Source: an optimization exercise on an open RTL-to-GDS flow (aim: small area, a short achievable clock period and few clock cycles). Production flows keep margins and buffers that such runs may drop.
The RTL was checked by simulation tests, not by an equivalence proof against the original design.
Power figures rest on the tool's default switching activity, not on a simulated workload.

==> design/flow/config.mk <==
export PLATFORM = sky130hd
export DESIGN_NAME = deadlock_detection_safety_check
export DESIGN_NICKNAME = deadlock_detection_safety_check
export VERILOG_FILES = /design/flow/design.v
export SDC_FILE = /design/flow/constraint.sdc
export NUM_CORES = 4
export LEC_CHECK = 0
export ABC_AREA = 1
export CAP_MARGIN = 20
export CORE_MARGIN = 2
export CORE_UTILIZATION = 40
export CTS_CLUSTER_DIAMETER = 60
export CTS_CLUSTER_SIZE = 30
export SETUP_SLACK_MARGIN = 2.7
export SLEW_MARGIN = 20
==> design/flow/constraint.sdc <==
create_clock -name core_clock -period 5.0 [get_ports {clock}]
set_input_delay 1.0000 -clock core_clock [delete_from_list [all_inputs] [get_ports {clock}]]
set_output_delay 1.0000 -clock core_clock [all_outputs]
set_load 0.01 [all_outputs]
==> design/flow/design.v <==
package dds_pkg;
   localparam int NPROC_DEF = 8;
   localparam int NRES_DEF  = 4;
   localparam int ACTION_W  = 2;
   localparam int PIDX_W    = 3;
   localparam int RIDX_W    = 2;
   localparam int UNITS_W   = 16;
   localparam int WORK_W    = 20;
   localparam int MASK_W    = 8;
   localparam int COUNT_W   = 4;
   localparam int IDX_MAX_W = 4;
   localparam logic [WORK_W-1:0] WORK_MAX = {WORK_W{1'b1}};
   typedef enum logic [ACTION_W-1:0] {
      ACT_LOAD_ENTRY = 2'd0,
      ACT_LOAD_FREE  = 2'd1,
      ACT_RUN        = 2'd2
   } action_type;
   typedef enum logic [2:0] {
      ST_IDLE,
      ST_PICK,
      ST_CHECK,
      ST_RELEASE,
      ST_ADVANCE,
      ST_REPORT
   } state_type;
   typedef struct packed {
      logic                 copy;
      logic                 free_we;
      logic [IDX_MAX_W-1:0] free_idx;
      logic [UNITS_W-1:0]   free_data;
      logic                 rel;
      logic [IDX_MAX_W-1:0] idx;
   } work_cmd_type;
endpackage
module dds_ram #(
   parameter int WIDTH = 32,
   parameter int DEPTH = 32
) (
   input  logic                     clock,
   input  logic                     we,
   input  logic [$clog2(DEPTH)-1:0] waddr,
   input  logic [WIDTH-1:0]         wdata,
   input  logic                     re,
   input  logic [$clog2(DEPTH)-1:0] raddr,
   output logic [WIDTH-1:0]         rdata
);
   logic [WIDTH-1:0] mem_ff [DEPTH];
   logic [WIDTH-1:0] rdata_ff;
   always_ff @(posedge clock) begin
      if (we) begin
         mem_ff[waddr] <= wdata;
      end
      if (re) begin
         rdata_ff <= mem_ff[raddr];
      end
   end
   assign rdata = rdata_ff;
endmodule
module dds_work #(
   parameter int NRES = dds_pkg::NRES_DEF
) (
   input  logic                        clock,
   input  logic                        reset,
   input  dds_pkg::work_cmd_type       cmd,
   input  logic [dds_pkg::UNITS_W-1:0] held,
   input  logic [dds_pkg::UNITS_W-1:0] need,
   output logic                        fit
);
   localparam int RW = (NRES > 1) ? $clog2(NRES) : 1;
   logic [dds_pkg::UNITS_W-1:0] free_ff [NRES];
   logic [dds_pkg::WORK_W-1:0]  work_ff [NRES];
   logic [dds_pkg::WORK_W-1:0]  work_sel;
   logic [dds_pkg::WORK_W:0]    sum;
   logic [dds_pkg::WORK_W-1:0]  sum_sat;
   logic [RW-1:0]               idx;
   logic [RW-1:0]               free_idx;
   assign idx      = cmd.idx[RW-1:0];
   assign free_idx = cmd.free_idx[RW-1:0];
   assign work_sel = work_ff[idx];
   assign fit      = (dds_pkg::WORK_W'(need) <= work_sel);
   assign sum      = (dds_pkg::WORK_W+1)'(work_sel) + (dds_pkg::WORK_W+1)'(held);
   assign sum_sat  = sum[dds_pkg::WORK_W] ? dds_pkg::WORK_MAX : sum[dds_pkg::WORK_W-1:0];
   always_ff @(posedge clock) begin
      if (cmd.free_we) begin
         free_ff[free_idx] <= cmd.free_data;
      end
   end
   always_ff @(posedge clock) begin
      if (reset) begin
         for (int i = 0; i < NRES; i++) begin
            work_ff[i] <= '0;
         end
      end else if (cmd.copy) begin
         for (int i = 0; i < NRES; i++) begin
            work_ff[i] <= dds_pkg::WORK_W'(free_ff[i]);
         end
      end else if (cmd.rel) begin
         work_ff[idx] <= sum_sat;
      end
   end
endmodule
module deadlock_detection_safety_check #(
   parameter int NPROC = dds_pkg::NPROC_DEF,
   parameter int NRES  = dds_pkg::NRES_DEF
) (
   input  logic                         clock,
   input  logic                         reset,
   input  logic                         req_valid,
   output logic                         req_ready,
   input  logic [dds_pkg::ACTION_W-1:0] req_action,
   input  logic [dds_pkg::PIDX_W-1:0]   req_process_index,
   input  logic [dds_pkg::RIDX_W-1:0]   req_resource_index,
   input  logic [dds_pkg::UNITS_W-1:0]  req_held_units,
   input  logic [dds_pkg::UNITS_W-1:0]  req_max_units,
   input  logic [dds_pkg::UNITS_W-1:0]  req_free_units,
   output logic                         rsp_valid,
   input  logic                         rsp_ready,
   output logic                         rsp_deadlocked,
   output logic [dds_pkg::MASK_W-1:0]   rsp_blocked_mask,
   output logic [dds_pkg::COUNT_W-1:0]  rsp_finished_count
);
   localparam int UW = dds_pkg::UNITS_W;
   logic                         in_v_ff;
   logic [dds_pkg::ACTION_W-1:0] in_act_ff;
   logic [dds_pkg::PIDX_W-1:0]   in_p_ff;
   logic [dds_pkg::RIDX_W-1:0]   in_r_ff;
   logic [UW-1:0]                in_a_ff;    
   logic [UW-1:0]                in_b_ff;    
   logic                         pv_ff;
   logic [dds_pkg::PIDX_W-1:0]   pp_ff;
   logic [dds_pkg::RIDX_W-1:0]   pr_ff;
   logic [UW-1:0]                pa_ff;
   logic [UW-1:0]                pb_ff;
   logic [UW-1:0] held_ff [NPROC][NRES];
   logic [UW-1:0] need_ff [NPROC][NRES];
   logic [UW-1:0] free_ff [NRES];
   logic [UW-1:0]    work_ff [NRES];
   logic             ovf_ff  [NRES];
   logic [NPROC-1:0] fit_ff;
   logic [UW-1:0]    hsel_ff [NRES];
   logic             ready_ff;      
   logic             busy_ff;       
   logic             running_ff;
   logic             ending_ff;     
   logic             pk1_ff;        
   logic             pk2_ff;        
   logic [NPROC-1:0] fin_ff;
   logic [NRES-1:0]  free_we_ff;    
   logic             wpark_ff;      
   logic             wn_ff;         
   logic             n2park_ff;     
   logic             start_ff;      
   logic [NPROC-1:0] wrow_ff;       
   logic [NRES-1:0]  wcol_ff;       
   logic [NPROC-1:0] pref_ff;       
   logic [NPROC-1:0] stale_ff;      
   logic [3:0]       cnt_ff;
   logic                        rsp_valid_ff;    
   logic                        rsp_free_ff;     
   logic                        rsp_dead_ff;
   logic [dds_pkg::MASK_W-1:0]  rsp_mask_ff;
   logic [dds_pkg::COUNT_W-1:0] rsp_count_ff;
   logic             req_fire;
   logic             ld_free, start;
   logic             pv_n, wpark_n, wn_n, n2park_n, start_n;
   logic [2:0]       pp_n;
   logic [1:0]       pr_n;
   logic             done, report_fire, report_ok_next;
   logic             running_next, ending_next, ready_next;
   logic [NPROC-1:0] fin_next;
   logic             nb_v;
   logic [1:0]       nb_act;
   logic [2:0]       nb_p;
   logic [1:0]       nb_r;
   logic [UW-1:0]    load_need;
   logic [NPROC-1:0] fits, cand, pick;
   logic             picking, last_one;
   logic [UW-1:0]    hsel [NRES];
   logic [UW:0]      sum  [NRES];
   assign req_ready   = ready_ff;
   assign req_fire    = req_valid && !busy_ff;
   assign report_fire = rsp_free_ff || rsp_ready;
   assign ld_free   = (free_we_ff != '0);
   assign start     = start_ff;
   assign load_need = (req_max_units > req_held_units) ? (req_max_units - req_held_units) : '0;
   function automatic logic gt_tree(input logic [UW-1:0] a, input logic [UW-1:0] b);
      logic [UW-1:0] g, ge;
      g  = a & ~b;
      ge = a | ~b;
      for (int w = 1; w < UW; w = w * 2) begin
         for (int i = 0; i + w < UW; i = i + 2 * w) begin
            g[i]  = g[i + w] | (ge[i + w] & g[i]);
            ge[i] = g[i + w] | (ge[i + w] & ge[i]);
         end
      end
      gt_tree = g[0];
   endfunction
   function automatic logic [UW:0] add_tree(input logic [UW-1:0] a, input logic [UW-1:0] b);
      logic [UW-1:0] g, t, gn, tn, c;
      g = a & b;
      t = a | b;
      for (int w = 1; w < UW; w = w * 2) begin
         gn = g;
         tn = t;
         for (int i = w; i < UW; i++) begin
            gn[i] = g[i] | (t[i] & g[i - w]);
            tn[i] = t[i] & t[i - w];
         end
         g = gn;
         t = tn;
      end
      c = {g[UW-2:0], 1'b0};
      add_tree = {g[UW-1], a ^ b ^ c};
   endfunction
   always_comb begin
      for (int p = 0; p < NPROC; p++) begin
         fits[p] = 1'b1;
         for (int r = 0; r < NRES; r++) begin
            if (!ovf_ff[r] && gt_tree(need_ff[p][r], work_ff[r])) fits[p] = 1'b0;
         end
      end
   end
   always_comb begin
      if (running_ff) begin
         cand = fit_ff & ~fin_ff;
      end else if (start) begin
         cand = fit_ff & ~stale_ff;
      end else begin
         cand = '0;
      end
   end
   always_comb begin
      logic lower;
      logic [NPROC-1:0] pref;
      pref  = cand & pref_ff;
      lower = 1'b0;
      for (int p = 0; p < NPROC; p++) begin
         pick[p] = (pref != '0) ? pref[p] : (cand[p] && !lower);
         lower   = lower || cand[p];
      end
   end
   assign picking = (cand != '0);
   always_comb begin
      logic one, more;
      one  = 1'b0;
      more = 1'b0;
      for (int p = 0; p < NPROC; p++) begin
         more = more || (one && !fin_ff[p]);
         one  = one || !fin_ff[p];
      end
      last_one = one && !more;
   end
   always_comb begin
      for (int r = 0; r < NRES; r++) begin
         hsel[r] = '0;
         for (int p = 0; p < NPROC; p++) begin
            hsel[r] = hsel[r] | (held_ff[p][r] & {UW{pick[p]}});
         end
      end
   end
   always_comb begin
      for (int r = 0; r < NRES; r++) begin
         sum[r] = add_tree(work_ff[r], hsel_ff[r]);
      end
   end
   assign done = running_ff && !picking && ((!pk1_ff && !pk2_ff) || (fin_ff == '1));
   assign report_ok_next = rsp_free_ff || rsp_ready;
   always_comb begin
      running_next = running_ff;
      ending_next  = 1'b0;
      fin_next     = fin_ff;
      if (done) begin
         if (report_fire) begin
            running_next = 1'b0;
            fin_next     = '0;
         end else begin
            ending_next = report_ok_next;
         end
      end else if (running_ff || start) begin
         running_next = 1'b1;
         fin_next     = fin_ff | pick;
         ending_next  = last_one && picking && report_ok_next;
      end
   end
   assign pv_n = n2park_ff || (pv_ff && !wpark_ff);
   assign pp_n = n2park_ff ? in_p_ff : pp_ff;
   assign pr_n = n2park_ff ? in_r_ff : pr_ff;
   always_comb begin
      wpark_n  = pv_n && (!running_next || ending_next || fin_ff[pp_n]);
      wn_n     = nb_v && (nb_act == 2'd0) && !wpark_n &&
                 (!running_next || ending_next || fin_ff[nb_p]);
      n2park_n = nb_v && (nb_act == 2'd0) && !wn_n && (!pv_n || wpark_n);
      start_n  = nb_v && (nb_act == 2'd2) && !running_next && !pv_n;
      unique case (nb_act)
         2'd0:    ready_next = !nb_v || wn_n || n2park_n;
         2'd2:    ready_next = !nb_v || start_n;
         default: ready_next = 1'b1;
      endcase
   end
   always_comb begin
      if (in_v_ff && busy_ff) begin
         nb_v   = 1'b1;
         nb_act = in_act_ff;
         nb_p   = in_p_ff;
         nb_r   = in_r_ff;
      end else begin
         nb_v   = req_fire;
         nb_act = req_action;
         nb_p   = req_process_index;
         nb_r   = req_resource_index;
      end
   end
   always_ff @(posedge clock) begin
      if (!busy_ff) begin
         in_act_ff <= req_action;
         in_p_ff   <= req_process_index;
         in_r_ff   <= req_resource_index;
         in_a_ff   <= (req_action == 2'd1) ? req_free_units : req_held_units;
         in_b_ff   <= load_need;
      end
   end
   always_ff @(posedge clock) begin
      for (int p = 0; p < NPROC; p++) begin
         for (int r = 0; r < NRES; r++) begin
            if (wrow_ff[p] && wcol_ff[r]) begin
               held_ff[p][r] <= wpark_ff ? pa_ff : in_a_ff;
               need_ff[p][r] <= wpark_ff ? pb_ff : in_b_ff;
            end
         end
      end
      for (int r = 0; r < NRES; r++) begin
         if (free_we_ff[r]) begin
            free_ff[r] <= in_a_ff;
         end
      end
   end
   always_ff @(posedge clock) begin
      if (n2park_ff) begin
         pp_ff <= in_p_ff;
         pr_ff <= in_r_ff;
         pa_ff <= in_a_ff;
         pb_ff <= in_b_ff;
      end
   end
   always_ff @(posedge clock) begin
      fit_ff <= fits;
      for (int r = 0; r < NRES; r++) begin
         hsel_ff[r] <= hsel[r];
         if (running_ff && !done) begin
            work_ff[r] <= sum[r][UW-1:0];
            ovf_ff[r]  <= ovf_ff[r] | sum[r][UW];
         end else if (free_we_ff[r]) begin
            work_ff[r] <= in_a_ff;
            ovf_ff[r]  <= 1'b0;
         end else begin
            work_ff[r] <= free_ff[r];
            ovf_ff[r]  <= 1'b0;
         end
      end
   end
   always_ff @(posedge clock) begin
      if (reset) begin
         in_v_ff      <= 1'b0;
         pv_ff        <= 1'b0;
         wpark_ff     <= 1'b0;
         wn_ff        <= 1'b0;
         n2park_ff    <= 1'b0;
         start_ff     <= 1'b0;
         wrow_ff      <= '0;
         wcol_ff      <= '0;
         pref_ff      <= '0;
         stale_ff     <= '1;
         free_we_ff   <= '0;
         ready_ff     <= 1'b1;
         busy_ff      <= 1'b0;
         running_ff   <= 1'b0;
         ending_ff    <= 1'b0;
         pk1_ff       <= 1'b0;
         pk2_ff       <= 1'b0;
         fin_ff       <= '0;
         rsp_valid_ff <= 1'b0;
         rsp_free_ff  <= 1'b1;
      end else begin
         in_v_ff    <= nb_v;
         pv_ff      <= pv_n;
         wpark_ff   <= wpark_n;
         wn_ff      <= wn_n;
         n2park_ff  <= n2park_n;
         start_ff   <= start_n;
         for (int p = 0; p < NPROC; p++) begin
            wrow_ff[p]  <= (wpark_n && (pp_n == p)) || (wn_n && (nb_p == p));
            stale_ff[p] <= running_ff || ld_free || wrow_ff[p];
         end
         for (int r = 0; r < NRES; r++) begin
            wcol_ff[r] <= (wpark_n && (pr_n == r)) || (wn_n && (nb_r == r));
         end
         for (int p = 0; p < NPROC; p++) begin
            pref_ff[p] <= pv_n ? (pp_n == p) : (nb_v && (nb_act == 2'd0) && (nb_p == p));
         end
         for (int r = 0; r < NRES; r++) begin
            free_we_ff[r] <= nb_v && (nb_act == 2'd1) && (nb_r == r);
         end
         running_ff <= running_next;
         ending_ff  <= ending_next;
         fin_ff     <= fin_next;
         pk1_ff     <= picking;
         pk2_ff     <= pk1_ff;
         ready_ff    <= ready_next;
         busy_ff     <= !ready_next;
         if (report_fire) begin
            rsp_valid_ff <= done;
            rsp_free_ff  <= !done;
         end
      end
   end
   always_ff @(posedge clock) begin
      if (!running_ff && !start) begin
         cnt_ff <= '0;
      end else if (start) begin
         cnt_ff <= 4'(picking);
      end else if (picking) begin
         cnt_ff <= cnt_ff + 4'd1;
      end
   end
   always_ff @(posedge clock) begin
      if (done && report_fire) begin
         rsp_dead_ff  <= (fin_ff != '1);
         rsp_mask_ff  <= ~fin_ff;
         rsp_count_ff <= cnt_ff;
      end
   end
   assign rsp_valid          = rsp_valid_ff;
   assign rsp_deadlocked     = rsp_dead_ff;
   assign rsp_blocked_mask   = rsp_mask_ff;
   assign rsp_finished_count = rsp_count_ff;
endmodule
==> design/flow/run.sh <==
#!/bin/bash
# synth_recipe.tcl (not shown) runs the flow's synth.tcl, then flattens the netlist and writes it again
# the make line also repeats each setting of config.mk as NAME=value (left out here)
make -C /OpenROAD-flow-scripts/flow DESIGN_CONFIG=/design/flow/config.mk WORK_HOME=/design/flow/orfs CLKGATE_MAP_FILE= SYNTH_SCRIPT=/design/flow/synth_recipe.tcl finish
==> results.txt, run 1 <==
EDFF count, synth=1108; min cycle time layout=2.46 ns; Top FF cell, synth=edfxtp_1; RSZ-0062 raised after global routing=yes; outcome=no timing/DRC/antenna violations; mapped cell area=61200 sq um; Fmax=407 MHz; Worst EP arrival=3.12 ns; Fin Clk Skew=0.0709 ns; Yosys Warn Count=9; Placement Setup Slack=1.36 ns; Synthesized Nets=6368; DRC Markers=0; period utilization=49.2%; first-pass GRT wire length=273 mm; clock share of power=36.1%; synth-to-layout area growth=19.4%; initial antenna violation count=6; actual slew at the worst max-slew pin=1.11 ns; GR Overflow Total=0; Mean Syn Cell Area=about 9.9 sq um; endpoints failing hold=0; largest net degree at the start of global routing=66; initial core utilization=40.3%; sequential share of power=49.4%; boundary pin count=74; Core Footprint=152000 sq um; Synth top area share=54.4%; Leakage=about 29 nW; storage element area=just under 40000 sq um; Worst Slack Setup Final=2.54 ns; Die W=~400 um; Synth area leader=edfxtp_1; worst hold path class=reg -> reg; CTS Buf Count=108; WL per Instance=22.5 um; GRT Total Usage=23.4%; Setup CP Type=reg -> reg; hold_sp=held_ff[8][8]; clk sinks=about 1.4k; initial DRC count=4976; Pwr Total=0.0269 W; Psw=0.00805 W; CP Data Required Time=5.66 ns; top cells by area, synth=edfxtp_1, nand2_1, dfxtp_1; Hold Buf Count CTS=0; gr busiest metal=met2; via-per-instance ratio=5.44; synthesized flop and latch total=around 1.4k; register area share after synthesis=63.1%; vias=around 47k; Post-synth top cells=nand2_1, edfxtp_1, o21ai_0; met2 usage=between 30% and 40%; Site Rows=about 140; final setup TNS=0 ns; IR drop worst, VDD=0.000310 V; Int Power=0.0189 W; ratio of cells with drive above 1 in the final layout=14.5%; Layout Nets=6624; most frequent cell after synthesis=nand2_1; post-layout util=48.1%; Setup violations, final=0; DRT antenna net count=0; clock-pin slew on the worst setup and hold paths=0.08 ns; CTS tree=yes; Post-Synthesis Cells=about 6.2k; switching power share of the total=roughly 30%; max_cap viols=0; Startpoint Class=flop; fin. max-slew vios=0; Crit. Startpoint=running_ff; vias in the first global route=43.0k; Logic pwr share=between 10% and 20%; asr flop ratio synth=0%; H-tree levels=3; die area=156000 sq um; met1 Use GR=31.7%; Total Wirelength=192 mm; Placed Area=approximately 64000 sq um; post-layout instance area=around 73000 sq um; 1st-pass router iterations=7; relative max-transition margin=25.8%; port bufs=73; Reg2Reg Launch Point=running_ff; combined area of the multi-input logic cells=21400 sq um; Skew-Pair Late Insertion Delay=0.79 ns; gpl congestion=roughly 0.86; HPWL Detailed=106 mm; synth unique cells=50; Fill cells=about 13k; Pwr per Cell Area=369 nW/um^2; Crit Path Max Fanout=7; Max clock buf depth=3; met3 usage=3.18%; CTS root buf=clkbuf_16; critical path endpoint category=flop; DIE HEIGHT=395 um
final cells by class:
class / count / area share [%]
inverters: 530 / 2.96
flip-flops and latches: 1373 / 52.9
well taps: 2030 / 3.48
diodes: 6 / 0.0206
clock buffers: 111 / 3.75
clock inverters: 95 / 1.82
multi-input cells: 4059 / 29.3
repair buffers: 339 / 5.65
repair inverters: 8 / 0.0754
state kept, by name (all words and copies together), names as in the netlist, 3 cells and up:
name / flops
cnt_ff: 4
fin_ff: 8
fit_ff: 8
free_ff: 64
free_we_ff: 4
held_ff: 512
hsel_ff: 64
in_a_ff: 16
in_b_ff: 16
in_p_ff: 3
need_ff: 512
ovf_ff: 4
pa_ff: 16
pb_ff: 16
pp_ff: 3
pref_ff: 8
rsp_count_ff: 4
rsp_mask_ff: 8
stale_ff: 8
wcol_ff: 4
work_ff: 64
wrow_ff: 8
metrics by stage:
| step | instances | hold WS (ns) |
|---|---|---|
| after floorplan | 6163 | 0.398 |
| after global placement | 8126 | 0.409 |
| after detailed placement | 8126 | 0.416 |
| after CTS | 8453 | 0.426 |
| after global routing | 8545 | 0.450 |
| final | 8551 | 0.419 |
cells in the final DEF (no fill, tap or decap), types with 21 or more instances in the layout:
master           synthesis  layout
nand3_2                  1      50
dfxtp_2                  0      26
clkinvlp_4               0      31
nand2_4                  3      40
dfxtp_1                265     227
o22ai_1                 47      47
buf_4                   14     161
a21boi_0                49      41
nand2_2                  3      64
o221ai_1                31      31
ha_1                   141     128
a31oi_1                 74      74
nand3_1                504     446
edfxtp_1              1108    1108
a21oi_2                  2      21
buf_6                   16      22
clkbuf_16                0     121
a31o_2                  24      24
o21ai_0                517     485
a21oi_1                213     193
nor2_1                 428     399
and3_1                  34      25
inv_2                   15      27
inv_1                  491     456
buf_12                   0      43
dlymetal6s2s_1           0      21
xnor2_1                 30      30
nand2_1               1797    1690
xor2_1                  31      31
buf_16                   0      29
clkdlybuf4s50_1          0      34
o21ai_1                 19      27
nand2_8                  0      22
critical path, cell delays in order, from the launching register on:
cell and delay [ns]:
dfxtp_4 0.43, buf_6 0.15, a21boi_2 0.05, nand2_1 0.10, inv_2 0.08, nand2_4 0.07, nand2_4 0.05, nor2_4 0.14
buf_12 0.13, o211ai_1 0.10, buf_4 0.17, and2_4 0.22, buf_12 0.17, buf_16 0.16, nand2_2 0.07, nand2_2 0.06
a21oi_2 0.10, nand2_1 0.06
power groups by stage:
stage          Clock [W]  Sequential [W]  Combinational, W
2_1_floorplan          0          0.0132           0.00252
3_3_place_gp           0          0.0135           0.00344
3_5_place_dp           0          0.0135           0.00355
4_1_cts          0.00982          0.0133           0.00370
5_1_grt           0.0103          0.0133           0.00436
6_report         0.00973          0.0133           0.00388
per-layer routing:
layer / part of all wire, % / wire length [um] / up-vias
met5: 0 / 0 / -
met4: 4.6 / 8780 / 0
met3: 9.2 / 17600 / 384
met2: 46 / 87900 / 2072
met1: 40 / 77700 / 22500
li1: - / - / 21600
final timing paths:
check | to | slack [ns] | depth (start not counted)
worst max register to register | hsel_ff[0][13] | 2.54 | 17
worst min-delay path | hsel_ff[0][8] | 0.42 | 2
worst max-delay path | hsel_ff[0][13] | 2.54 | 17
worst min register to register | hsel_ff[0][8] | 0.42 | 2
repair_timing:
item | CTS | global route
setup buffers | 84 | 69
pin swaps | 41 | 133
resized for setup | 319 | 352
setup endpoints to repair | 356 | 254
gates cloned | 37 | 23
kinds of logic (layout without fill, tap and decap cells):
kind of cell    Yosys count  count (layout)  synth area share [%]
simple gates           2822            2835                  18.7
flops                  1373            1373                  63.1
xor+xnor                 61              61                 0.874
fa+ha+maj               146             146                  3.05
mux                       1               1                0.0184
buf+inv                 747            1083                  4.98
compound gates         1013            1016                  9.26
other cells               0               6                     0
Testbench counts, summed over its fixed seeds: cycles 10,637.
==> run 2, diff against run 1 <==
--- a/design/flow/design.v
+++ b/design/flow/design.v
@@ -152,7 +152,6 @@
    logic             start_ff;      
    logic [NPROC-1:0] wrow_ff;       
    logic [NRES-1:0]  wcol_ff;       
-   logic [NPROC-1:0] pref_ff;       
    logic [NPROC-1:0] stale_ff;      
    logic [3:0]       cnt_ff;
    logic                        rsp_valid_ff;    
@@ -231,11 +230,9 @@
    end
    always_comb begin
       logic lower;
-      logic [NPROC-1:0] pref;
-      pref  = cand & pref_ff;
       lower = 1'b0;
       for (int p = 0; p < NPROC; p++) begin
-         pick[p] = (pref != '0) ? pref[p] : (cand[p] && !lower);
+         pick[p] = cand[p] && !lower;
          lower   = lower || cand[p];
       end
    end
@@ -368,7 +365,6 @@
          start_ff     <= 1'b0;
          wrow_ff      <= '0;
          wcol_ff      <= '0;
-         pref_ff      <= '0;
          stale_ff     <= '1;
          free_we_ff   <= '0;
          ready_ff     <= 1'b1;
@@ -394,9 +390,6 @@
          for (int r = 0; r < NRES; r++) begin
             wcol_ff[r] <= (wpark_n && (pr_n == r)) || (wn_n && (nb_r == r));
          end
-         for (int p = 0; p < NPROC; p++) begin
-            pref_ff[p] <= pv_n ? (pp_n == p) : (nb_v && (nb_act == 2'd0) && (nb_p == p));
-         end
          for (int r = 0; r < NRES; r++) begin
             free_we_ff[r] <= nb_v && (nb_act == 2'd1) && (nb_r == r);
          end
==> run 2 against run 1 <==
Critical path depth shrank 16. Largest power group unchanged. Count of clock-buffer cells in the layout shrank 8. Worst hold slack gained 0.019 ns. Synthesized area shrank 2.8%. Final cell count shrank 7.6%. Die area shrank 2.8%. Combinational power shrank 2%. Clock power shrank 6.4%. Setup slack gained 0.11 ns. Register-to-register slack gained 0.22 ns. Wire length shrank 16%. Flip-flop and latch count shrank 8.
==> results.txt, run 2 <==
WL per Instance=20.5 um (was 22.5 um); Synth top area share=56.0% (was 54.4%); final setup TNS=0 ns (unchanged); WHS Path Cells=2 (unchanged); most common cell after layout, fill and taps aside=nand2_1 (unchanged); outcome=no timing/DRC/antenna violations (unchanged); delay of the slowest critical-path stage=0.44 ns (was 0.43 ns); reg2reg end=fit_ff[5] (was hsel_ff[0][13]); CTS tree=yes (unchanged); Skew-Pair Late Insertion Delay=0.75 ns (was 0.79 ns); relative max-transition margin=24.0% (was 25.8%); Total Wirelength=162 mm (was 192 mm); Setup CP Type=reg -> out (was reg -> reg); most frequent cells in the layout=nand2_1, edfxtp_1, o21ai_0 (unchanged); Startpoint Class=flop (unchanged); register area share after synthesis=64.6% (was 63.1%); Slowest cell on crit path=edfxtp_1 (was dfxtp_4); CTS root buf=clkbuf_16 (unchanged); most frequent cell after synthesis=nand2_1 (unchanged); R2R cell count=10 (was 17); DRC Markers=0 (unchanged); Synthesized Nets=5932 (was 6368); CP delay by family, top=flip-flops (was buffers and inverters); R2R setup slack=2.76 ns (was 2.54 ns); port bufs=73 (unchanged); IR drop worst, VDD=0.000255 V (was 0.000310 V); Cell Chain, Critical Path=buf_2 (was buf_6 > a21boi_2 > nand2_1 > inv_2 > nand2_4 > nand2_4 > nor2_4 > buf_12 > o211ai_1 > buf_4 > and2_4 > buf_12 > buf_16 > nand2_2 > nand2_2 > a21oi_2 > nand2_1); boundary pin count=74 (unchanged); GRT Total Usage=20.8% (was 23.4%); Die W=389 um (was 395 um); Fmax=425 MHz (was 407 MHz); biggest regs=held_ff x512, need_ff x512 (unchanged); synthesized flop and latch total=1365 (was 1373); gpl congestion=0.835 (was 0.860); GR Overflow Total=0 (unchanged); DRT antenna net count=0 (unchanged); Site Rows=141 (was 143); hold_sp=pk1_ff (was held_ff[8][8]); EDFF count, synth=1108 (unchanged); Mean Syn Cell Area=10.4 sq um (was 9.92 sq um); min cycle time layout=2.35 ns (was 2.46 ns); Setup violations, final=0 (unchanged); 1st-pass router iterations=6 (was 7); CTS Buf Count=100 (was 108); Post-synth top cells=nand2_1, edfxtp_1, o21ai_0 (unchanged); Crit Path Max Fanout=1 (was 7); ratio of cells with drive above 1 in the final layout=10.5% (was 14.5%); Reg2Reg Launch Point=work_ff[1][11] (was running_ff); Max clock buf depth=3 (unchanged); Yosys Warn Count=9 (unchanged); Synth area leader=edfxtp_1 (unchanged); Core Footprint=148000 sq um (was 152000 sq um); Layout Nets=6080 (was 6624); clk sinks=1365 (was 1373); Pwr per Cell Area=384 nW/um^2 (was 369 nW/um^2); Endpoint, Worst Hold=pk2_ff (was hsel_ff[0][8]); vias in the first global route=39.3k (was 43.0k); post-layout util=46.2% (was 48.1%); largest net degree at the start of global routing=83 (was 66); die area=152000 sq um (was 156000 sq um); first-pass GRT wire length=238 mm (was 273 mm); period utilization=47.0% (was 49.2%); initial DRC count=3885 (was 4976); Hold Buf Count CTS=0 (unchanged); Fill cells=13.1k (was 13.4k); RSZ-0062 raised after global routing=yes (unchanged); vias=42.2k (was 46.6k); endpoints failing hold=0 (unchanged); H-tree levels=3 (unchanged); Fin Clk Skew=0.0302 ns (was 0.0709 ns); asr flop ratio synth=0% (unchanged); critical path endpoint category=primary output (was flop); worst hold path class=reg -> reg (unchanged); Leakage=26.5 nW (was 29.3 nW); synth-to-layout area growth=14.7% (was 19.4%); synth unique cells=49 (was 50); Worst EP arrival=1.35 ns (was 3.12 ns); mapped cell area=59400 sq um (was 61200 sq um); actual slew at the worst max-slew pin=1.14 ns (was 1.11 ns); initial antenna violation count=15 (was 6); Post-Synthesis Cells=5727 (was 6163); fin. max-slew vios=0 (unchanged); CP Buf/Inv Count=1 (was 6); max_cap viols=0 (unchanged); CP Data Required Time=4.00 ns (was 5.66 ns); via-per-instance ratio=5.35 (was 5.44); Top FF cell, synth=edfxtp_1 (unchanged); top cells by area, synth=edfxtp_1, nand2_1, dfxtp_1 (unchanged); DIE HEIGHT=389 um (was 395 um); clock-pin slew on the worst setup and hold paths=0.09 ns (was 0.08 ns); initial core utilization=40.3% (about the same); HPWL Detailed=98.5 mm (was 106 mm)
## run 2: worst register-to-register path: stages, from the launching register on
cell	delay (ns)
dfxtp_4	0.41
clkinvlp_4	0.20
buf_4	0.20
o21ai_0	0.24
nand2_1	0.08
a31o_2	0.22
a21boi_0	0.15
nand2_1	0.13
nand2_1	0.23
nand2_2	0.18
nor2_1	0.15
## run 2: per-layer routing
layer  share of wire, %  global-route usage (%)  up-vias  routed length (um)
met5             0.0062                       0        -                  10
met4                2.7                    6.74        2                4440
met3                6.8                    2.31      194               11000
met2                 48                    34.9     1391               77700
met1                 43                    28.2    20500               68900
li1                   -                       -    20200                   -
## run 2: cell families (layout without fill, tap and decap cells)
| group | Yosys count | count (layout) | synth area share [%] |
|---|---|---|---|
| muxes | 1 | 1 | 0.0189 |
| DFF | 1365 | 1365 | 64.6 |
| and+or+nand+nor | 2305 | 2305 | 15.4 |
| adders and majority gates | 146 | 146 | 3.14 |
| buffers and inverters | 709 | 944 | 4.60 |
| xor gates and xnor gates | 58 | 58 | 0.855 |
| AOI/OAI and AO/OA | 1143 | 1143 | 11.3 |
| other | 0 | 8 | 0 |
## run 2: worst max-delay path by stage
stage                            from                   to  slack [ns]  depth (start not counted)
global placement     req_max_units[0]          in_b_ff[11]        1.11                         15
floorplan            req_max_units[0]          in_b_ff[10]        2.29                         15
detailed placement   req_max_units[0]           in_b_ff[9]        1.13                         15
CTS                 req_held_units[0]           in_b_ff[5]        2.57                         16
global route           work_ff[1][11]            fit_ff[5]        2.59                         10
finish                 rsp_mask_ff[0]  rsp_blocked_mask[0]        2.65                          1
## run 2: layout make-up
cell class                 instances  area [sq um]  area share, %
antenna                            8          20.0         0.0294
clock buffer                     103          2540           3.73
tap                             1930          2410           3.54
timing repair buffer             221          2150           3.16
clock inverter                    86          1240           1.83
inverter                         525          2230           3.27
timing repair inverter             9          62.6         0.0918
sequential                      1365         38500           56.5
multi-input combinational       3653         19000           27.9
## run 2: what timing repair did
action / in CTS / in global routing
pin swaps: 9 / 36
endpoints found under the setup margin: 215 / 245
gates resized for setup: 204 / 196
gates cloned: 7 / 4
setup buffers: 31 / 38
## run 2: power breakdown
group / switching [W] / internal [W] / leakage, nW
Combinational: 0.00257 / 0.00124 / 12.5
Clock: 0.00481 / 0.00430 / 1.82
Sequential: 0.000423 / 0.0128 / 12.2
Total: 0.00780 / 0.0184 / 26.5
## run 2: per-stage QoR
step	instances	total power [W]	hold WS [ns]	instance area [sq um]	setup slack, ns
3_5_place_dp	7621	0.0169	0.414	62600	1.13
4_1_cts	7848	0.0261	0.444	67100	2.57
3_3_place_gp	7619	0.0168	0.409	62600	1.11
5_1_grt	7892	0.0272	0.443	68100	2.59
2_1_floorplan	5727	0.0157	0.398	59500	2.29
6_report	7900	0.0262	0.437	68200	2.65
Testbench counts of run 2, summed over its fixed seeds: cycles 10,747.
==> run 3, diff against run 2 <==
--- a/design/flow/config.mk
+++ b/design/flow/config.mk
@@ -11,5 +11,5 @@
 export CORE_UTILIZATION = 40
 export CTS_CLUSTER_DIAMETER = 60
 export CTS_CLUSTER_SIZE = 30
-export SETUP_SLACK_MARGIN = 2.7
+export SETUP_SLACK_MARGIN = 2.5
 export SLEW_MARGIN = 20
==> run 3 against run 2 <==
Sequential share of layout area increased by 0.59 points. Total power increased by 0.86%. Largest power group unchanged. Critical path type is now in -> reg. Global-route usage increased by 0.50 points. Via count about the same. Sequential power about the same. Setup slack got worse by 0.086 ns. First-iteration DRC count increased by 3.1%. Core utilization decreased by 0.53 points. Synthesized cell count unchanged. Worst hold slack got worse by 0.011 ns. Clock skew increased by 0.015 ns. Highest routed layer unchanged. Largest cell class unchanged.
==> results.txt, run 3 <==
most common cell after layout, fill and taps aside=nand2_1 (unchanged); critical path endpoint category=flop (was primary output); DRC Markers=0 (unchanged); first-pass GRT wire length=242 mm (was 238 mm); Mean Syn Cell Area=10.4 sq um (unchanged); max_cap viols=0 (unchanged); most frequent cell after synthesis=nand2_1 (unchanged); Yosys Warn Count=9 (unchanged); IR drop worst, VDD=0.000317 V (was 0.000255 V); register area share after synthesis=64.6% (unchanged); Core Footprint=148000 sq um (unchanged); Fin Clk Skew=0.0454 ns (was 0.0302 ns); Max clock buf depth=3 (unchanged); placed cells=7622 (was 7621); ratio of cells with drive above 1 in the final layout=8.58% (was 10.5%); final setup TNS=0 ns (unchanged); port bufs=73 (unchanged); Worst EP arrival=2.93 ns (was 1.35 ns); GR Overflow Total=0 (unchanged); GRT Total Usage=21.3% (was 20.8%); initial antenna violation count=7 (was 15); Setup violations, final=0 (unchanged); clk sinks=1365 (unchanged); boundary pin count=74 (unchanged); post-route non-filler standard cell count=7866 (was 7900); initial core utilization=40.3% (unchanged); DRT antenna net count=0 (unchanged); Total Wirelength=166 mm (was 162 mm); die area=152000 sq um (unchanged); period utilization=48.8% (was 47.0%); Site Rows=141 (unchanged); asr flop ratio synth=0% (unchanged); Die W=389 um (unchanged); Crit Path Max Fanout=5 (was 1); clock-pin slew on the worst setup and hold paths=0.07 ns (was 0.09 ns); synth unique cells=49 (unchanged); Fill cells=13.4k (was 13.1k); initial DRC count=4007 (was 3885); Startpoint Class=primary input (was flop); synthesized flop and latch total=1365 (unchanged); Synthesized Nets=5932 (unchanged); Setup CP Type=in -> reg (was reg -> out); Skew-Pair Late Insertion Delay=0.75 ns (about the same); WL per Instance=21.1 um (was 20.5 um); via-per-instance ratio=5.36 (was 5.35); CTS root buf=clkbuf_16 (unchanged); CTS Buf Count=106 (was 100); top cells by area, synth=edfxtp_1, nand2_1, dfxtp_1 (unchanged); R2R setup slack=2.56 ns (was 2.76 ns); actual slew at the worst max-slew pin=1.13 ns (was 1.14 ns); vias in the first global route=39.1k (was 39.3k); relative max-transition margin=24.8% (was 24.0%); endpoints failing hold=0 (unchanged); vias=42.2k (about the same); Post-synth top cells=nand2_1, edfxtp_1, o21ai_0 (unchanged); min cycle time layout=2.44 ns (was 2.35 ns); fin. max-slew vios=0 (unchanged); DIE HEIGHT=389 um (unchanged); Synth top area share=56.0% (unchanged); worst hold path class=reg -> reg (unchanged); synth-to-layout area growth=13.4% (was 14.7%); mapped cell area=59400 sq um (unchanged); HPWL Detailed=104 mm (was 98.5 mm); Post-Synthesis Cells=5727 (unchanged); Leakage=26.2 nW (was 26.5 nW); most frequent cells in the layout=nand2_1, edfxtp_1, o21ai_0 (unchanged); Pwr per Cell Area=392 nW/um^2 (was 384 nW/um^2); Fmax=410 MHz (was 425 MHz); largest net degree at the start of global routing=85 (was 83); outcome=no timing/DRC/antenna violations (unchanged); biggest regs=held_ff x512, need_ff x512 (unchanged); CP Data Required Time=5.49 ns (was 4.00 ns); RSZ-0062 raised after global routing=yes (unchanged); CTS tree=yes (unchanged); Layout Nets=6047 (was 6080); gpl congestion=0.887 (was 0.835); H-tree levels=3 (unchanged); Top FF cell, synth=edfxtp_1 (unchanged); EDFF count, synth=1108 (unchanged); 1st-pass router iterations=8 (was 6); Synth area leader=edfxtp_1 (unchanged)
==> run 3: cell type report <==
cell class | instances | area [sq um] | area share, %
Timing Repair inverter | 8 | 50.0 | 0.0743
Timing Repair Buffer | 181 | 1640 | 2.43
Clock inverter | 86 | 1260 | 1.87
Multi-Input combinational cell | 3655 | 18700 | 27.7
Clock buffer | 115 | 2740 | 4.06
Sequential cell | 1365 | 38400 | 57.1
Inverter | 525 | 2150 | 3.19
Tap cell | 1930 | 2410 | 3.58
Antenna cell | 1 | 2.50 | 0.00371
==> run 3: cells by family after synthesis <==
family	count (synthesis)	share of synthesized area (%)
compound gates	1143	11.3
xor+xnor	58	0.855
fa+ha+maj	146	3.14
buf+inv	709	4.60
flops	1365	64.6
mux	1	0.0189
simple gates	2305	15.4
==> run 3: timing repair <==
action	CTS	global route
pin swaps	6	10
setup endpoints to repair	223	159
hold buffers	0	0
buffers inserted	9	22
gates cloned	5	5
resized for setup	102	83
==> run 3: final timing paths <==
check,start,end,cells after the start
worst max-delay path,req_held_units[3],in_b_ff[4],14
worst min-delay path,pk1_ff,pk2_ff,2
worst max register to register,free_we_ff[1],work_ff[1][0],4
worst min register to register,pk1_ff,pk2_ff,2
==> run 3: metrics by stage <==
stage / utilization [%] / setup slack [ns] / hold WS [ns] / power [W] / cell area [sq um]
floorplan: - / 2.29 / 0.398 / 0.0157 / 59500
global placement: 42.3 / 0.898 / 0.406 / 0.0168 / 62500
detailed placement: 42.3 / 0.828 / 0.413 / 0.0169 / 62500
CTS: 45.3 / 2.47 / 0.426 / 0.0264 / 66900
global route: 45.6 / 2.34 / 0.446 / 0.0274 / 67400
finish: 45.6 / 2.56 / 0.427 / 0.0264 / 67400
==> run 3: power by group <==
part           internal [W]  switching [W]  leakage, nW
combinational       0.00114        0.00255         12.0
sequential           0.0128       0.000416         12.2
clock               0.00464        0.00484         1.93
total                0.0186        0.00780         26.2
==> run 3: worst max-delay path, stage by stage <==
cell	delay (ns)
clkdlybuf4s50_1	0.45
inv_1	0.07
ha_4	0.27
a21oi_4	0.15
nand2_4	0.10
nand2_2	0.08
nand3_2	0.08
nand2_1	0.10
nand2_2	0.07
nand2_2	0.08
o311ai_4	0.11
nand2_4	0.17
buf_12	0.14
nor2_1	0.04
==> run 3: per-layer routing <==
layer | vias up | global-route usage (%) | wire [um]
met4 | 2 | 6.53 | 5820
li1 | 20100 | - | -
met1 | 20500 | 28.5 | 69800
met3 | 283 | 3.14 | 12100
met5 | - | 0 | 13
met2 | 1385 | 35.8 | 78300
==> run 4, diff against run 3 <==
--- a/design/flow/config.mk
+++ b/design/flow/config.mk
@@ -8,8 +8,8 @@
 export ABC_AREA = 1
 export CAP_MARGIN = 20
 export CORE_MARGIN = 2
-export CORE_UTILIZATION = 40
+export CORE_UTILIZATION = 48
 export CTS_CLUSTER_DIAMETER = 60
 export CTS_CLUSTER_SIZE = 30
-export SETUP_SLACK_MARGIN = 2.5
+export SETUP_SLACK_MARGIN = 2.7
 export SLEW_MARGIN = 20
==> run 4 against run 3 <==
Still clean on timing, DRC and antenna. Wire length up 3.0%. Worst hold slack worse by 0.0059 ns. Synthesized area unchanged. Design area up 1.4%. Register-to-register slack better by 0.20 ns. Clock skew down 0.014 ns. Via count up 1.3%. Count of clock-buffer cells in the layout up 3. Global-route usage up 5.2 points. Final cell count down 2.7%. Synthesized cell count unchanged. Largest power group unchanged.
==> results.txt, run 4 <==
clock-pin slew on the worst setup and hold paths=0.07 ns (about the same); CTS root buf=clkbuf_16 (unchanged); Top FF cell, synth=edfxtp_1 (unchanged); H-tree levels=3 (unchanged); Setup CP Type=in -> reg (unchanged); Skew-Pair Late Insertion Delay=0.72 ns (was 0.75 ns); Fill cells=10.4k (was 13.4k); Site Rows=129 (was 141); min cycle time layout=2.30 ns (was 2.44 ns); Synth area leader=edfxtp_1 (unchanged); CTS Buf Count=108 (was 106); HPWL Detailed=104 mm (about the same); IR drop worst, VDD=0.000325 V (was 0.000317 V); first-pass GRT wire length=248 mm (was 242 mm); Pwr Total=0.0265 W (was 0.0264 W); actual slew at the worst max-slew pin=0.861 ns (was 1.13 ns); Max clock buf depth=3 (unchanged); Synth top area share=56.0% (unchanged); Pwr per Cell Area=389 nW/um^2 (was 392 nW/um^2); initial antenna violation count=14 (was 7); WL per Instance=22.3 um (was 21.1 um); mapped cell area=59400 sq um (unchanged); Die W=356 um (was 389 um); GRT Total Usage=26.5% (was 21.3%); combined area of the multi-input logic cells=19100 sq um (was 18700 sq um); CP Data Required Time=5.58 ns (was 5.49 ns); Core Footprint=123000 sq um (was 148000 sq um); final setup TNS=0 ns (unchanged); Startpoint Class=primary input (unchanged); EDFF count, synth=1108 (unchanged); Yosys Warn Count=9 (unchanged); post-layout instance area=68300 sq um (was 67400 sq um); critical path endpoint category=flop (unchanged); post-layout util=55.4% (was 45.6%); Post-Synthesis Cells=5727 (unchanged); DIE HEIGHT=356 um (was 389 um); CTS tree=yes (unchanged); max_cap viols=0 (unchanged); Mean Syn Cell Area=10.4 sq um (unchanged); Synthesized Nets=5932 (unchanged); DRC Markers=0 (unchanged); clk sinks=1365 (unchanged); Leakage=26.7 nW (was 26.2 nW); port bufs=73 (unchanged); post-route non-filler standard cell count=7657 (was 7866); Total Wirelength=171 mm (was 166 mm); ratio of cells with drive above 1 in the final layout=11.6% (was 8.58%); gpl congestion=0.923 (was 0.887); initial core utilization=48.2% (was 40.3%); top cells by area, synth=edfxtp_1, nand2_1, dfxtp_1 (unchanged); synthesized flop and latch total=1365 (unchanged); Worst EP arrival=2.88 ns (was 2.93 ns); asr flop ratio synth=0% (unchanged); Crit Path Max Fanout=5 (unchanged); worst hold path class=reg -> reg (unchanged); boundary pin count=74 (unchanged); Layout Nets=6122 (was 6047); vias=42.8k (was 42.2k); most common cell after layout, fill and taps aside=nand2_1 (unchanged); 1st-pass router iterations=6 (was 8); vias in the first global route=39.6k (was 39.1k); biggest regs=held_ff x512, need_ff x512 (unchanged); period utilization=46.0% (was 48.8%); Fin Clk Skew=0.0315 ns (was 0.0454 ns); via-per-instance ratio=5.59 (was 5.36); initial DRC count=4161 (was 4007); RSZ-0062 raised after global routing=yes (unchanged); relative max-transition margin=42.6% (was 24.8%); synth unique cells=49 (unchanged); die area=127000 sq um (was 152000 sq um); largest net degree at the start of global routing=41 (was 85); placed cells=7334 (was 7622); endpoints failing hold=0 (unchanged); outcome=no timing/DRC/antenna violations (unchanged); register area share after synthesis=64.6% (unchanged); Fmax=435 MHz (was 410 MHz); Setup violations, final=0 (unchanged); most frequent cells in the layout=nand2_1, edfxtp_1, o21ai_0 (unchanged); GR Overflow Total=0 (unchanged); fin. max-slew vios=0 (unchanged); Placed Area=62300 sq um (was 62500 sq um); Post-synth top cells=nand2_1, edfxtp_1, o21ai_0 (unchanged); DRT antenna net count=0 (unchanged); storage element area=38500 sq um (was 38400 sq um); synth-to-layout area growth=14.9% (was 13.4%); most frequent cell after synthesis=nand2_1 (unchanged)
==> run 4: changes by cell type in the layout (fill, tap and decap cells not counted), sizes merged <==
cell	delta
diode	+7
bufinv	-2
inv	-16
dlymetal6s2s	+5
clkdlybuf4s50	-15
clkdlybuf4s15	-1
buf	+85
dlygate4sd2	-4
clkbuf	+4
clkinv	+2
clkinvlp	+19
==> run 4: cell families after synthesis <==
family                     after synthesis  synth area share, %
xor gates and xnor gates                58                0.855
and+or+nand+nor                       2305                 15.4
buffers and inverters                  709                 4.60
muxes                                    1               0.0189
AOI/OAI and AO/OA                     1143                 11.3
adders and majority gates              146                 3.14
DFF                                   1365                 64.6
==> run 4: worst paths after layout <==
path / start / end / slack (ns) / cells past startpoint
max: req_max_units[0] / in_b_ff[10] / 2.70 / 17
min: pk1_ff / pk2_ff / 0.42 / 2
max reg2reg: fin_ff[0] / hsel_ff[3][9] / 2.76 / 9
min reg2reg: pk1_ff / pk2_ff / 0.42 / 2
==> run 4: per-layer routing <==
metal	track usage [%]	wire length, um	vias up
met5	0	13	-
met1	35.2	69500	20700
met4	9.44	6300	2
li1	-	-	20200
met2	44.7	82700	1504
met3	3.42	12500	287
==> run 4: report_power, final <==
group / switching, W / total (W) / internal [W]
logic: 0.00265 / 0.00393 / 0.00128
registers: 0.000440 / 0.0133 / 0.0128
clock network: 0.00480 / 0.00936 / 0.00456
==> run 4: repair_timing <==
action,CTS,global route
setup endpoints to repair,208,189
cloned,11,2
hold buffers,0,0
pin swaps,33,35
gates resized for setup,255,150
buffers inserted,52,45
==> run 4: stage by stage <==
stage	worst slack [ns]	hold WS, ns
floorplan	2.29	0.398
global placement	0.995	0.409
detailed placement	0.956	0.409
CTS	2.63	0.421
global route	2.63	0.453
finish	2.70	0.421
==> run 4: area by class of cell <==
class / instances / area share, %
Antenna cell: 8 / 0.0293
Clock buffer: 118 / 4.13
Clock inverter: 87 / 1.67
Inverter: 525 / 3.27
Multi-Input combinational cell: 3655 / 28.0
Sequential cell: 1365 / 56.4
Tap cell: 1637 / 3.00
Timing Repair Buffer: 252 / 3.43
Timing Repair inverter: 10 / 0.106
==> run 4: worst max-delay path: stages <==
cell	delay, ns
buf_8	0.09
inv_12	0.03
ha_4	0.15
fa_2	0.40
inv_2	0.08
nand3_4	0.07
nand2_4	0.10
nand2_4	0.06
nand3_4	0.07
nand2_2	0.06
nand2_2	0.08
nand2_2	0.07
o311ai_4	0.07
nand2_2	0.15
buf_12	0.16
buf_16	0.13
a21oi_2	0.09

[afterwards: timing with drivers on the ports]
How much do the figures lean on ideal ports? The routed layouts below were timed once more, with nothing changed but the port constraints. Step 1, drivers: a clkbuf_16 drives clock and a buf_2 each remaining input, both assumed. Step 2 times the ports against the registers' clock, not the clock port: input delays grow and output delays shrink by t, the midpoint of the rising clock arrivals with the driver on. Three values: ideal, step 1, step 2; two values: the first two.
| run | t (ns) | setup WS [ns] | worst setup path at the end | slew at the worst register clock pin (ns) |
|---|---|---|---|---|
| run 1 | 0.835 | 2.541 / 2.541 / 1.953 | input to register | 0.11 / 0.11 |
| run 2 | 0.801 | 2.648 / 2.582 / 1.920 | input to register | 0.11 / 0.11 |
| run 3 | 0.801 | 2.561 / 2.491 / 1.808 | input to register | 0.10 / 0.10 |
| run 4 | 0.788 | 2.701 / 2.674 / 1.943 | input to register | 0.10 / 0.10 |
After both steps every run listed still meets setup and hold. For run 4, which loses most, drivers alone change the setup slack by -0.027 ns; drivers and shift together by -0.758 ns.
